Context: an optimization exercise on an open-source flow, tuned for small area, a short achievable clock period and few clock cycles per item. The choices shown serve that exercise and are no tape-out recipe.
Only simulation tests tie the RTL to the original design; equivalence was not proved.

==> branch maple: inputs <==
Design scaled_residual_add, start of the top module:
module scaled_residual_add (
    input  logic        i_clk,
    input  logic        i_rst_n,
    input  logic        i_valid,
    output logic        o_stall,
    input  logic [31:0] i_addend_bits,
    input  logic [31:0] i_scaled_bits,
    input  logic        i_last_in,
    output logic        o_valid,
    input  logic        i_stall,
    output logic [31:0] o_sum_bits,
    output logic        o_last_out,
    input  logic        psel,
    input  logic        penable,
    input  logic        pwrite,
    input  logic [2:0]  paddr,
    input  logic [31:0] pwdata,
    output logic [31:0] prdata,
    output logic        pready
);
==> flow/config.mk <==
export PLATFORM = sky130hd
export DESIGN_NAME = scaled_residual_add
export DESIGN_NICKNAME = scaled_residual_add
export VERILOG_FILES = /design/flow/design.v
export SDC_FILE = /design/flow/constraint.sdc
export NUM_CORES = 4
export LEC_CHECK = 0
export CAP_MARGIN = 20
export CORE_MARGIN = 2
export CORE_UTILIZATION = 60
export SETUP_SLACK_MARGIN = 5
export SLEW_MARGIN = 20
==> flow/constraint.sdc <==
create_clock -name core_clock -period 9.5 [get_ports {i_clk}]
set_input_delay 1.9000 -clock core_clock [delete_from_list [all_inputs] [get_ports {i_clk}]]
set_output_delay 1.9000 -clock core_clock [all_outputs]
set_load 0.01 [all_outputs]
run.sh (not shown) runs the stock make flow with config.mk's settings and CLKGATE_MAP_FILE= SYNTH_SCRIPT=/design/flow/synth_recipe.tcl, a recipe that flattens the netlist after the stock synthesis.
==> inputs of branch amber, as changes to branch maple <==
--- a/flow/config.mk
+++ b/flow/config.mk
@@ -5,8 +5,9 @@
 export SDC_FILE = /design/flow/constraint.sdc
 export NUM_CORES = 4
 export LEC_CHECK = 0
 export CAP_MARGIN = 20
 export CORE_MARGIN = 2
 export CORE_UTILIZATION = 60
+export PLACE_DENSITY = 0.75
 export SETUP_SLACK_MARGIN = 5
 export SLEW_MARGIN = 20
==> inputs of branch raven, as changes to branch maple <==
--- a/flow/design.v
+++ b/flow/design.v
@@ -95,38 +95,28 @@
             r_ov <= 1'b0;
         end else if (en) begin
             r_v  <= {r_v[4:0], i_valid};
             r_ov <= r_v[5];
         end
     end
-    logic [11:0] n_sneg, n_sone, n_stwo;
+    logic [22:0] n_sf;
     logic signed [9:0] n_se;
     logic        n_snan, n_sinf, n_szero;
     always_comb begin
         logic [7:0]  ef;
         logic [23:0] sig, nrm;
         logic [4:0]  lz;
-        logic [25:0] ext;
         ef      = r_scale[30:23];
         sig     = {ef != 8'd0, r_scale[22:0]};
         lz      = lzc24(sig);
         nrm     = sig << lz;
         n_se    = $signed({2'b0, ((ef == 8'd0) ? 8'd1 : ef)}) - $signed({5'b0, lz});
         n_snan  = (ef == 8'hFF) && (r_scale[22:0] != 23'd0);
         n_sinf  = (ef == 8'hFF) && (r_scale[22:0] == 23'd0);
         n_szero = r_scale[30:0] == 31'd0;
-        ext     = {2'b0, 1'b1, nrm[22:0]};
-        for (int j = 0; j < 12; j++) begin
-            logic g2, g1, g0;
-            g2 = ext[2*j+1];
-            g1 = ext[2*j];
-            g0 = (j == 0) ? 1'b0 : ext[2*j-1];
-            n_sneg[j] = g2 & ~(g1 & g0);
-            n_sone[j] = g1 ^ g0;
-            n_stwo[j] = (g2 & ~g1 & ~g0) | (~g2 & g1 & g0);
-        end
+        n_sf    = nrm[22:0];
     end
     logic [31:0] n0_a;
     logic [22:0] n0_bf;
     logic signed [9:0] n0_eb;
     logic        n0_bs, n0_bnan, n0_binf, n0_bzero, n0_bf16;
     always_comb begin
@@ -150,12 +140,13 @@
         n0_bzero = b[30:0] == 31'd0;
     end
     logic [31:0] r0_a;
     logic [22:0] r0_bf;
     logic signed [9:0] r0_eb;
     logic        r0_bs, r0_bnan, r0_binf, r0_bzero, r0_bf16, r0_last;
+    logic [22:0] r0_sf;
     logic [11:0] r0_sneg, r0_sone, r0_stwo;
     logic signed [9:0] r0_se;
     logic        r0_ss, r0_snan, r0_sinf, r0_szero;
     always_ff @(posedge i_clk) begin
         if (en) begin
             r0_a     <= n0_a;
@@ -164,24 +155,35 @@
             r0_bs    <= n0_bs;
             r0_bnan  <= n0_bnan;
             r0_binf  <= n0_binf;
             r0_bzero <= n0_bzero;
             r0_bf16  <= n0_bf16;
             r0_last  <= i_last_in;
-            r0_sneg  <= n_sneg;
-            r0_sone  <= n_sone;
-            r0_stwo  <= n_stwo;
+            r0_sf    <= n_sf;
             r0_se    <= n_se;
             r0_ss    <= r_scale[31];
             r0_snan  <= n_snan;
             r0_sinf  <= n_sinf;
             r0_szero <= n_szero;
         end
     end
     logic [47:0] n1_s, n1_c;
     logic        n1_pnan, n1_pinf, n1_pzero;
+    always_comb begin
+        logic [25:0] ext;
+        ext = {2'b0, 1'b1, r0_sf};
+        for (int j = 0; j < 12; j++) begin
+            logic g2, g1, g0;
+            g2 = ext[2*j+1];
+            g1 = ext[2*j];
+            g0 = (j == 0) ? 1'b0 : ext[2*j-1];
+            r0_sneg[j] = g2 & ~(g1 & g0);
+            r0_sone[j] = g1 ^ g0;
+            r0_stwo[j] = (g2 & ~g1 & ~g0) | (~g2 & g1 & g0);
+        end
+    end
     sra_mul_csa u_mul (
         .b  ({1'b1, r0_bf}),
         .neg(r0_sneg),
         .one(r0_sone),
         .two(r0_stwo),
         .s  (n1_s),
@@ -276,12 +278,13 @@
         n2_x   = prod[47:23];
         n2_top = prod[47];
     end
     logic [24:0] r2_x;
     logic        r2_up0, r2_up1, r2_sts, r2_top, r2_sub;
     logic [4:0]  r2_kk;
+    logic [25:0] r2_lm;
     logic [23:0] r2_siga;
     logic [4:0]  r2_dsat;
     logic [7:0]  r2_ebig;
     logic        r2_dpos, r2_as, r2_ps, r2_bf16, r2_last, r2_pzero;
     logic        r2_anan, r2_ainf, r2_pnan, r2_pinf, r2_q253, r2_q254;
     always_ff @(posedge i_clk) begin
@@ -290,12 +293,14 @@
             r2_up0   <= n2_up0;
             r2_up1   <= n2_up1;
             r2_sts   <= n2_sts;
             r2_top   <= n2_top;
             r2_sub   <= r1_sub;
             r2_kk    <= r1_kk;
+            r2_lm    <= (r1_dsat >= 5'd29) ? '1 :
+                        (r1_dsat > 5'd3) ? ~(26'h3FF_FFFF << (r1_dsat - 5'd3)) : '0;
             r2_siga  <= r1_siga;
             r2_dpos  <= r1_dpos;
             r2_dsat  <= r1_dsat;
             r2_ebig  <= r1_ebig;
             r2_as    <= r1_as;
             r2_ps    <= r1_ps;
@@ -346,19 +351,13 @@
         n2b_ssign = r2_ainf ? r2_as : r2_ps;
         bsig     = r2_dpos ? {2'b0, r2_siga} : w;
         ssig     = r2_dpos ? w : {2'b0, r2_siga};
         n2b_sbig = r2_dpos ? r2_as : r2_ps;
         n2b_ssml = r2_dpos ? r2_ps : r2_as;
         n2b_sub  = r2_as ^ r2_ps;
-        if (r2_dsat >= 5'd29) begin
-            lm = '1;
-        end else if (r2_dsat > 5'd3) begin
-            lm = ~(26'h3FF_FFFF << (r2_dsat - 5'd3));
-        end else begin
-            lm = '0;
-        end
+        lm = r2_lm;
         if (r2_pzero) begin
             stw = 1'b0;
         end else if (up) begin
             stw = (r2_dsat >= 5'd29) ? 1'b1 : !(&((r2_x | msk) | ~lm[24:0]));
         end else begin
             stw = |(r2_x & ~msk & lm[24:0]);
--- a/flow/config.mk
+++ b/flow/config.mk
@@ -5,8 +5,9 @@
 export SDC_FILE = /design/flow/constraint.sdc
 export NUM_CORES = 4
 export LEC_CHECK = 0
 export CAP_MARGIN = 20
 export CORE_MARGIN = 2
 export CORE_UTILIZATION = 60
+export CTS_BUF_LIST = sky130_fd_sc_hd__clkbuf_8
 export SETUP_SLACK_MARGIN = 5
 export SLEW_MARGIN = 20
==> flow_summary.yaml <==
clock_network:
  htree_num_levels: 3
synthesis:
  synth_simple_gate_area_frac: 0.123
  synth.area.mux_share: 0.0555
  synth.top_cells.by_count: "edfxtp_1 (539), inv_1 (479), nand2_1 (415), xnor2_1 (296), nor2_1 (294)"
route:
  wl_met1_um: 58300
  routed_wire_length_per_instance_um: 23.2
outcome:
  outcome: "timing/DRC/antenna clean"
layout:
  seq_cells: 580
critical_path:
  crit_required_ps: 7600
power_and_ir_drop:
  total_switching_power_uw: 6650
-- figures above: branch raven

==> flow_summary.yaml <==
synthesis:
  synth_compound_gate_area_share: 0.169
  synth_simple_gate_area_frac: 0.126
clock_network:
  htree_num_levels: 2
route:
  routed_wire_length_per_instance_um: 24.1
  wl_met1_um: 59300
critical_path:
  crit_required_ps: 7600
  critical-path-slowest-cell: "dlygate4sd2_1"
power_and_ir_drop:
  total_switching_power_uw: 6870
layout:
  seq_cells: 568
outcome:
  outcome: "timing/DRC/antenna clean"
-- figures above: branch amber

==> flow_summary.yaml <==
outcome:
  outcome: "timing/DRC/antenna clean"
power_and_ir_drop:
  total_switching_power_uw: 6740
synthesis:
  synth.top_cells.by_count: "edfxtp_1 (527), inv_1 (475), nand2_1 (370), nor2_1 (326), xnor2_1 (309)"
route:
  wl_met1_um: 61000
critical_path:
  crit_required_ps: 9860
-- figures above: branch maple

Testbench counts of branch maple, summed over its fixed seeds: cycles 16,056, items 16,000.
Testbench counts of branch amber, summed over its fixed seeds: cycles 16,056, items 16,000.
Testbench counts of branch raven, summed over its fixed seeds: cycles 16,056, items 16,000.

[re-timing with driven ports]
Ports are ideal in the flow. The routed layouts listed here were re-timed in OpenROAD.
Step 1 assumes that a clkbuf_16 drives the clock port and a buf_2 every other input.
Step 2 times the ports against the registers' clock, not the clock port: input delays grow and output delays shrink by t, the midpoint of the rising clock arrivals with the driver on.
a / b / c = ideal / step 1 / step 2; a / b = the first two.
run | t (ns) | slack for setup (ns) | hold slack, ns | clock arrival spread, ns | slew at the worst register clock pin (ns)
branch maple | 0.730 | 5.047 / 4.967 / 4.385 | 0.402 / 0.402 / 0.402 | 0.047 / 0.047 | 0.07 / 0.07
branch amber | 0.722 | 4.931 / 4.883 / 4.439 | 0.410 / 0.410 / 0.410 | 0.049 / 0.049 | 0.07 / 0.07
branch raven | 0.780 | 5.014 / 4.976 / 4.333 | 0.401 / 0.401 / 0.401 | 0.045 / 0.045 | 0.08 / 0.08
After both steps setup and hold are still met in every run listed. For branch raven, which loses most, drivers alone change the setup slack by -0.038 ns; drivers and shift together by -0.681 ns.
